Background: an optimization exercise with open tools, aiming at small area, a short achievable clock period and few clock cycles per item. Do not read the settings as production practice.
RTL that was checked went through simulation tests only; none was proved equivalent to the original.

## ex_stage_muldiv
module ex_stage_muldiv
#(
  parameter int unsigned XLEN    = 32,
  parameter int unsigned MUL_LAT = 2
) (
  input  logic            clk,
  input  logic            rst_n,
  input  logic [3:0]      ALUCode_ex,
  input  logic            ALUSrcA_ex,
  input  logic [1:0]      ALUSrcB_ex,
  input  logic [XLEN-1:0] Imm_ex,
  input  logic [XLEN-1:0] PC_ex,
  input  logic [4:0]      rs1Addr_ex,
  input  logic [4:0]      rs2Addr_ex,
  input  logic [XLEN-1:0] rs1Data_ex,
  input  logic [XLEN-1:0] rs2Data_ex,
  input  logic [XLEN-1:0] ALUResult_mem,
  input  logic [4:0]      rdAddr_mem,
  input  logic            RegWrite_mem,
  input  logic [XLEN-1:0] RegWriteData_wb,
  input  logic [4:0]      rdAddr_wb,
  input  logic            RegWrite_wb,
  input  logic            MdValid_ex,
  input  logic [2:0]      MdOp_ex,
  input  logic            Flush_ex,
  output logic [XLEN-1:0] ALUResult_ex,
  output logic [XLEN-1:0] MemWriteData_ex,
  output logic [XLEN-1:0] ALU_A,
  output logic [XLEN-1:0] ALU_B,
  output logic            Stall_ex,
  output logic            MdBusy
);
Settings: LEC_CHECK=0, ABC_AREA=1, CAP_MARGIN=20, CORE_MARGIN=2, CORE_UTILIZATION=40, PLACE_DENSITY=0.7, SETUP_SLACK_MARGIN=4, SLEW_MARGIN=20, TNS_END_PERCENT=0; clock period 16.0 ns.
standard.sh (not shown) runs the stock make flow with config.mk's settings and CLKGATE_MAP_FILE= SYNTH_SCRIPT=/design/flow/synth_recipe.tcl, a recipe that flattens the netlist after the stock synthesis.
==> flow/flow/run.sh <==
#!/bin/bash
# The standard layout (standard.sh), except that the port buffers are plain buf_2 cells
# instead of the delay buffers buffer_ports picks by default. Every port still gets a buffer.
# make's full output goes to standard.log; ORFS's per-step logs stay under orfs/logs.
export BUFFER_PORTS_ARGS="-buffer_cell sky130_fd_sc_hd__buf_2"
bash standard.sh > standard.log 2>&1
Testbench counts at the start, summed over its fixed seeds: cycles 23,621, instrs 12,000.
Then changed:
Settings changed: PLACE_DENSITY 0.7 to unset, TNS_END_PERCENT 0 to unset.
Outcome: The changed run went through all stages and came out clean; fmax rises by 1.7%; area after synthesis is unchanged; worst setup slack is better by 0.20 ns; global-route usage rises by 1.1 points; critical path depth rises by 4; cell area stays flat; via count falls by 1.8%.
Then changed:
Settings changed: ABC_AREA 1 to 0.
Effect: Final area grows by about 25%. Die area grows by about 23%. Worst hold slack is worse by 0.023 ns. Routed wire length grows by about 30%. Global-route usage grows by 1.7 points. Flip-flop and latch count stays the same. Via count grows by about 30%.
Then changed:
Settings changed: ABC_AREA 0 to 1, TNS_END_PERCENT set to 0.
- flip-flop and latch count is unchanged
- cell area shrinks by 20%
- global-route usage shrinks by 1.7 points
- core utilization shrinks by 0.49 points

* * *

ex_stage_muldiv, a different RTL version from the one above (not shown whole).
Size: ~5900 cells after synthesis, about 120 flip-flops, about 360 I/O pins.
export LEC_CHECK = 0
export ABC_AREA = 1
export CAP_MARGIN = 20
export CORE_MARGIN = 2
export CORE_UTILIZATION = 50
export SETUP_SLACK_MARGIN = 4
export SLEW_MARGIN = 20
create_clock -name core_clock -period 16.0 [get_ports {clk}]
Scripts as last shown in full above: flow/flow/run.sh
Rerun with:
Settings changed: CORE_UTILIZATION 50 to 40, PLACE_DENSITY from default to 0.65.
After rerunning:
- final area went up slightly
- final cell count went up by a few percent
- critical path depth went down by 2
- synthesized cell count stays the same
Rerun with:
Settings changed: PLACE_DENSITY 0.65 to default, SETUP_SLACK_MARGIN 4 to 4.5.
- final area grows by a few percent
- sequential share of layout area shrinks by 0.19 points
- final cell count grows slightly
- wire length grows slightly
- setup slack improves by 0.45 ns
- via count grows slightly
- non-clock buffer count grows by 77
- critical path depth shrinks by 3
Rerun with:
Settings changed: SETUP_SLACK_MARGIN 4.5 to 4, TNS_END_PERCENT from default to 0.
What happened: Routed wire length went down by 2.2%. Worst setup slack degrades by 0.48 ns. Die area is unchanged. Cell area is lower by 4.4%.
No functional check of the RTL was part of any run of this note.

* * *

ex_stage_muldiv, a different RTL version from the one above (not shown whole).
For scale: about 110 flip-flops, ~360 I/O pins, roughly 37000 sq um of cells after synthesis.
clock: 16.0 ns
lec_check: 0
abc_area: 1
cap_margin: 20
core_margin: 2
core_utilization: 40
setup_slack_margin: 5
slew_margin: 20
tns_end_percent: 0
run.sh (not shown) runs the stock make flow with config.mk's settings and CLKGATE_MAP_FILE= SYNTH_SCRIPT=/design/flow/synth_recipe.tcl, a recipe that flattens the netlist after the stock synthesis.
Stock flow here: none of the scripts above is used.
The baseline completed with no timing, DRC or antenna violations.
==> next run, changes <==
==> flow/flow/run.sh (new file) <==
#!/bin/bash
# The standard layout (standard.sh), except that the port buffers are plain buf_2 cells
# instead of the delay buffers buffer_ports picks by default. Every port still gets a buffer.
cp standard.sh standard.sh.txt
export BUFFER_PORTS_ARGS="-buffer_cell sky130_fd_sc_hd__buf_2"
bash standard.sh > standard.log 2>&1
==> flow/standard.sh (new file) <==
#!/bin/bash
# synth_recipe.tcl (not shown) runs the flow's synth.tcl, then flattens the netlist and writes it again
# the make line also repeats each setting of config.mk as NAME=value (left out here)
make -C /OpenROAD-flow-scripts/flow DESIGN_CONFIG=/design/flow/config.mk WORK_HOME=/design/flow/orfs CLKGATE_MAP_FILE= SYNTH_SCRIPT=/design/flow/synth_recipe.tcl "${@:-finish}"
TNS_END_PERCENT = default   (was 0)
removed: flow/run.sh
=>
- cell count decreases slightly
- final area goes down by a few percent
- synthesized cell count is unchanged
Function was not checked in any run of this note: the RTL went through the layout flow alone.

* * *

ex_stage_muldiv, a different RTL version from the one above (not shown whole).
For scale: ~5700 cells after synthesis, roughly 110 flip-flops, about 360 I/O pins, about 37000 µm² of cells after synthesis.
clock: 16.0 ns
lec_check: 0
abc_area: 1
cap_margin: 20
core_margin: 2
core_utilization: 40
setup_slack_margin: 5
slew_margin: 20
tns_end_percent: 0
standard.sh (not shown) runs the stock make flow with config.mk's settings and CLKGATE_MAP_FILE= SYNTH_SCRIPT=/design/flow/synth_recipe.tcl, a recipe that flattens the netlist after the stock synthesis.
==> flow/flow/run.sh <==
#!/bin/bash
# The standard layout (standard.sh), except that the port buffers are plain buf_2 cells
# instead of the delay buffers buffer_ports picks by default (every port still gets a buffer),
# and that timing is not repaired again after global routing.
# make's full output goes to standard.log; ORFS's per-step logs stay under orfs/logs.
export BUFFER_PORTS_ARGS="-buffer_cell sky130_fd_sc_hd__buf_2"
export SKIP_INCREMENTAL_REPAIR=1
bash standard.sh > standard.log 2>&1
Testbench counts at the start, summed over its fixed seeds: cycles 25,297, instrs 12,000.
Then changed:
CAP_MARGIN = 10   (was 20)
SETUP_SLACK_MARGIN = 4   (was 5)
SLEW_MARGIN = 10   (was 20)
- The changed run finished with capacitance limit left
- worst setup slack got worse by 0.76 ns
- design area goes down by 4.7%
- utilization goes down by 2.2 points
Then changed:
--- a/flow/flow/run.sh
+++ b/flow/flow/run.sh
@@ -3,2 +3 @@
-# instead of the delay buffers buffer_ports picks by default (every port still gets a buffer),
-# and that timing is not repaired again after global routing.
+# instead of the delay buffers buffer_ports picks by default. Every port still gets a buffer.
@@ -7 +5,0 @@
-export SKIP_INCREMENTAL_REPAIR=1
CAP_MARGIN = 20   (was 10)
SLEW_MARGIN = 20   (was 10)
The new run finished with timing, DRC and antenna clean. Via count is about the same. Non-clock buffer count climbs by 14. Register-to-register slack is better by 0.23 ns. Die area stays the same. Cell area climbs slightly. Routed wire length is about the same. Worst setup slack is better by 0.33 ns.
Then changed:
SETUP_SLACK_MARGIN = 5   (was 4)
After rerunning:
- global-route usage climbs by 1.0 points
- worst setup slack improves by 0.54 ns
- synthesized area stays the same
- die area stays the same
- cell area rises by 5.8%

* * *

RTL: one of the versions met above, not the one the previous note started from.
Size: ~5,800 cells after synthesis, roughly 110 flip-flops, roughly 38,000 um^2 of cells after synthesis.
clock: 16.0 ns
lec_check: 0
abc_area: 1
cap_margin: 20
core_margin: 2
core_utilization: 40
setup_slack_margin: 3.5
slew_margin: 20
tns_end_percent: 0
==> flow/flow/run.sh <==
#!/bin/bash
# The standard layout (standard.sh), except that the port buffers are plain buf_2 cells
# instead of the delay buffers buffer_ports picks by default. Every port still gets a buffer.
# make's full output goes to standard.log; ORFS's per-step logs stay under orfs/logs.
export BUFFER_PORTS_ARGS="-buffer_cell sky130_fd_sc_hd__buf_2"
bash standard.sh > standard.log 2>&1
Testbench counts at the start, summed over its fixed seeds: cycles 23,621, instrs 12,000.
Rerun with:
Settings changed: SETUP_SLACK_MARGIN 3.5 to 4.5.
What happened:
- The new run completed with no timing, DRC or antenna violations
- register-to-register slack gains 0.45 ns
- final cell count increases by 1.3%
- setup slack gets better by 0.72 ns
- utilization went up by 2.1 points
- area after synthesis is unchanged
- final area came out higher by 4.7%

* * *

Another version of the RTL of ex_stage_muldiv (not shown whole).
Size in the first run: ~110 flip-flops, about 360 I/O pins, about 38,000 um2 of cells after synthesis.
Settings: LEC_CHECK=0, ABC_AREA=1, CAP_MARGIN=20, CORE_MARGIN=2, CORE_UTILIZATION=40, SETUP_SLACK_MARGIN=5, SLEW_MARGIN=20, TNS_END_PERCENT=0; clock period 16.0 ns.
==> flow/flow/run.sh <==
#!/bin/bash
# The standard layout (standard.sh), except that the port buffers are plain buf_2 cells
# instead of the delay buffers buffer_ports picks by default. Every port still gets a buffer.
cp standard.sh standard.sh.txt
export BUFFER_PORTS_ARGS="-buffer_cell sky130_fd_sc_hd__buf_2"
bash standard.sh > standard.log 2>&1
Testbench counts at the start, summed over its fixed seeds: cycles 25,297, instrs 12,000.
Edit:
- TNS_END_PERCENT: 0 -> unset
The new run completed without violations.
Non-clock buffer count climbs by 86.
Routed wire length is higher by 1.4%.
Via count goes up by about 1.1%.
Area after synthesis is unchanged.
Core utilization increases by 1.8 points.
Sequential cell count stays the same.

* * *

ex_stage_muldiv, a different RTL version from the one above (not shown whole).
Size: ~5500 cells after synthesis, roughly 360 I/O pins.
clock: 16.0 ns
lec_check: 0
abc_area: 1
cap_margin: 20
core_margin: 2
core_utilization: 70
place_density: 0.8
setup_slack_margin: 5
slew_margin: 20
run.sh (not shown) runs the stock make flow with config.mk's settings and CLKGATE_MAP_FILE= SYNTH_SCRIPT=/design/flow/synth_recipe.tcl, a recipe that flattens the netlist after the stock synthesis.
Stock flow here: none of the scripts above is used.
The first run failed in 5_1_grt.
Change:
CORE_UTILIZATION = 40   (was 70)
PLACE_DENSITY = default   (was 0.8)
SETUP_SLACK_MARGIN = default   (was 5)
The new run passed the timing, DRC and antenna checks.
Area after synthesis stays the same.
Synthesized cell count is unchanged.
Change:
CORE_UTILIZATION = 60   (was 40)
SETUP_SLACK_MARGIN = 5   (was default)
The new run failed in 5_1_grt; synthesized area stays the same; synthesized cell count is unchanged.
Function was not checked in any run of this note: the RTL went through the layout flow alone.

* * *

== the previous run ==
RTL: one of the versions met above, not the one the previous note started from.
For scale: ~5800 cells after synthesis, roughly 110 flip-flops.
==> flow/config.mk <==
export PLATFORM = sky130hd
export DESIGN_NAME = ex_stage_muldiv
export DESIGN_NICKNAME = ex_stage_muldiv
export VERILOG_FILES = /design/flow/design.v
export SDC_FILE = /design/flow/constraint.sdc
export NUM_CORES = 4
export LEC_CHECK = 0
export ABC_AREA = 1
export CAP_MARGIN = 20
export CORE_MARGIN = 2
export CORE_UTILIZATION = 40
export SETUP_SLACK_MARGIN = 4
export SLEW_MARGIN = 20
export TNS_END_PERCENT = 0
==> flow/constraint.sdc <==
create_clock -name core_clock -period 16.0 [get_ports {clk}]
set_input_delay 3.2000 -clock core_clock [delete_from_list [all_inputs] [get_ports {clk}]]
set_output_delay 3.2000 -clock core_clock [all_outputs]
set_load 0.01 [all_outputs]
standard.sh (not shown) runs the stock make flow with config.mk's settings and CLKGATE_MAP_FILE= SYNTH_SCRIPT=/design/flow/synth_recipe.tcl, a recipe that flattens the netlist after the stock synthesis.
==> flow/flow/run.sh <==
#!/bin/bash
# The standard layout (standard.sh), except that the port buffers are plain buf_2 cells
# instead of the delay buffers buffer_ports picks by default (every port still gets a buffer),
# and that timing is not repaired again after global routing.
# make's full output goes to standard.log; ORFS's per-step logs stay under orfs/logs.
export BUFFER_PORTS_ARGS="-buffer_cell sky130_fd_sc_hd__buf_2"
export SKIP_INCREMENTAL_REPAIR=1
bash standard.sh > standard.log 2>&1
No stage failed in the previous run, and the final checks on the layout all came back clean.
Testbench counts of the previous run, summed over its fixed seeds: cycles 23,621, instrs 12,000.
The inputs of the current run differ from those of the previous run as listed below.
- a change of SETUP_SLACK_MARGIN from 4 to 5
==> flow/flow/run.sh <==
#!/bin/bash
# The standard layout (standard.sh), except that the port buffers are plain buf_2 cells
# instead of the delay buffers buffer_ports picks by default. Every port still gets a buffer.
# make's full output goes to standard.log; ORFS's per-step logs stay under orfs/logs.
export BUFFER_PORTS_ARGS="-buffer_cell sky130_fd_sc_hd__buf_2"
bash standard.sh > standard.log 2>&1
--- outcome ---
Number of logic stages on the critical path including buffering (higher): the current run
The current run has aggregate routed wire length above what the previous run had.

* * *

## branch willow
ex_stage_muldiv again, from the RTL that the note above started with.
Design ex_stage_muldiv, start of the top module:
module ex_stage_muldiv
#(
  parameter int unsigned XLEN    = 32,
  parameter int unsigned MUL_LAT = 2
) (
  input  logic            clk,
  input  logic            rst_n,
  input  logic [3:0]      ALUCode_ex,
  input  logic            ALUSrcA_ex,
  input  logic [1:0]      ALUSrcB_ex,
  input  logic [XLEN-1:0] Imm_ex,
  input  logic [XLEN-1:0] PC_ex,
  input  logic [4:0]      rs1Addr_ex,
  input  logic [4:0]      rs2Addr_ex,
  input  logic [XLEN-1:0] rs1Data_ex,
  input  logic [XLEN-1:0] rs2Data_ex,
  input  logic [XLEN-1:0] ALUResult_mem,
  input  logic [4:0]      rdAddr_mem,
  input  logic            RegWrite_mem,
  input  logic [XLEN-1:0] RegWriteData_wb,
  input  logic [4:0]      rdAddr_wb,
  input  logic            RegWrite_wb,
  input  logic            MdValid_ex,
  input  logic [2:0]      MdOp_ex,
  input  logic            Flush_ex,
  output logic [XLEN-1:0] ALUResult_ex,
  output logic [XLEN-1:0] MemWriteData_ex,
  output logic [XLEN-1:0] ALU_A,
  output logic [XLEN-1:0] ALU_B,
  output logic            Stall_ex,
  output logic            MdBusy
);
  localparam logic [3:0] ALU_ADD  = 4'd0;
  localparam logic [3:0] ALU_SUB  = 4'd1;
  localparam logic [3:0] ALU_SLL  = 4'd2;
  ...
Settings: LEC_CHECK=0, ABC_AREA=1, CAP_MARGIN=20, CORE_MARGIN=2, CORE_UTILIZATION=40, SETUP_SLACK_MARGIN=4, SLEW_MARGIN=20; clock period 16.0 ns.
==> flow/flow/run.sh <==
#!/bin/bash
# The standard layout (standard.sh), except that the port buffers are plain buf_1 cells
# instead of the delay buffers buffer_ports picks by default. Every port still gets a buffer.
# make's full output goes to standard.log; ORFS's per-step logs stay under orfs/logs.
export BUFFER_PORTS_ARGS="-buffer_cell sky130_fd_sc_hd__buf_1"
bash standard.sh > standard.log 2>&1
Testbench counts of branch willow, summed over its fixed seeds: cycles 23,621, instrs 12,000.
The inputs of branch sierra differ from those of branch willow as listed below.
- CORE_UTILIZATION changed from 40 to 50
==> flow/flow/run.sh <==
#!/bin/bash
# The standard layout (standard.sh), except that the port buffers are plain buf_2 cells
# instead of the delay buffers buffer_ports picks by default. Every port still gets a buffer.
# make's full output goes to standard.log; ORFS's per-step logs stay under orfs/logs.
export BUFFER_PORTS_ARGS="-buffer_cell sky130_fd_sc_hd__buf_2"
bash standard.sh > standard.log 2>&1
## What came out
Higher clock buffer count in the final layout among branch sierra and branch willow: branch willow. Looking at worst hold slack across both flows, branch sierra is the weaker of the two, with branch willow ahead. Number of cells on the critical path for branch sierra: 6 up relative to branch willow. Reported for branch sierra and branch willow, post-cts hold buffer count turned out identical to the last digit. Comparing branch sierra and branch willow, the higher biggest cell delay along the critical path is on branch sierra. [branch sierra] worst setup slack rose 16 ps relative to branch willow. | length of routed met2 wiring | branch sierra vs branch willow | about 4.7% lower |. Row horizontal die dimension: branch sierra lower / branch willow higher. Area share of buffers outside the clock network in branch sierra is 0.88 points higher than in branch willow.

[port drivers added, routing unchanged]
How much do the figures lean on ideal ports? The routed layouts below were timed once more, with nothing changed but the port constraints.
Step 1 assumes that a clkbuf_16 drives the clock port and a buf_2 every other input.
Step 2 also shifts input and output timing later by t, the mid clock arrival at the registers, as if the neighbouring blocks saw the same clock.
Slacks: no drivers / after step 1 / after step 2; pairs: no drivers / after step 1.
run | t (ns) | setup WS [ns] | worst hold slack (ns) | worst data-port slew with drivers (ns)
the first run of note 1 | 0.491 | 3.970 / 3.945 / 3.945 | 0.500 / 0.500 / 0.500 | 0.14
the second run of note 1 | 0.501 | 4.172 / 4.148 / 4.148 | 0.496 / 0.496 / 0.496 | 0.10
the third run of note 1 | 0.509 | 3.891 / 3.822 / 3.895 | 0.473 / 0.473 / 0.473 | 0.12
the fourth run of note 1 | 0.505 | 4.059 / 4.003 / 4.129 | 0.487 / 0.487 / 0.487 | 0.11
the first run of note 2 | 0.500 | 4.005 / 3.953 / 4.092 | 0.582 / 0.582 / 0.582 | 0.14
the second run of note 2 | 0.488 | 4.018 / 3.997 / 3.997 | 0.570 / 0.570 / 0.570 | 0.11
the third run of note 2 | 0.508 | 4.469 / 4.438 / 4.438 | 0.599 / 0.599 / 0.599 | 0.14
the fourth run of note 2 | 0.506 | 3.990 / 3.931 / 4.080 | 0.602 / 0.602 / 0.602 | 0.14
the first run of note 3 | 0.506 | 3.975 / 3.946 / 3.946 | 0.614 / 0.614 / 0.614 | 0.11
the second run of note 3 | 0.496 | 3.879 / 3.848 / 3.848 | 0.596 / 0.596 / 0.596 | 0.09
the first run of note 4 | 0.495 | 4.482 / 4.464 / 4.464 | 0.520 / 0.520 / 0.520 | 0.12
the second run of note 4 | 0.487 | 3.724 / 3.671 / 3.738 | 0.518 / 0.518 / 0.518 | 0.12
the third run of note 4 | 0.498 | 4.055 / 4.037 / 4.037 | 0.521 / 0.521 / 0.521 | 0.11
the fourth run of note 4 | 0.490 | 4.597 / 4.569 / 4.577 | 0.521 / 0.521 / 0.521 | 0.13
the first run of note 5 | 0.500 | 3.728 / 3.706 / 3.706 | 0.496 / 0.496 / 0.496 | 0.10
the second run of note 5 | 0.510 | 4.449 / 4.385 / 4.488 | 0.496 / 0.496 / 0.496 | 0.10
the first run of note 6 | 0.517 | 4.522 / 4.503 / 4.503 | 0.593 / 0.593 / 0.593 | 0.17
the second run of note 6 | 0.512 | 4.655 / 4.596 / 4.705 | 0.583 / 0.583 / 0.583 | 0.18
the second run of note 7 | 0.506 | 1.665 / 1.610 / 1.793 | 0.642 / 0.642 / 0.642 | 0.12
the previous run | 0.502 | 3.546 / 3.511 / 3.524 | 0.495 / 0.495 / 0.495 | 0.10
the current run | 0.514 | 4.778 / 4.712 / 4.755 | 0.493 / 0.493 / 0.493 | 0.11
branch willow | 0.506 | 4.048 / 4.026 / 4.026 | 0.506 / 0.506 / 0.506 | 0.17
branch sierra | 0.509 | 4.063 / 4.026 / 4.038 | 0.498 / 0.498 / 0.498 | 0.12
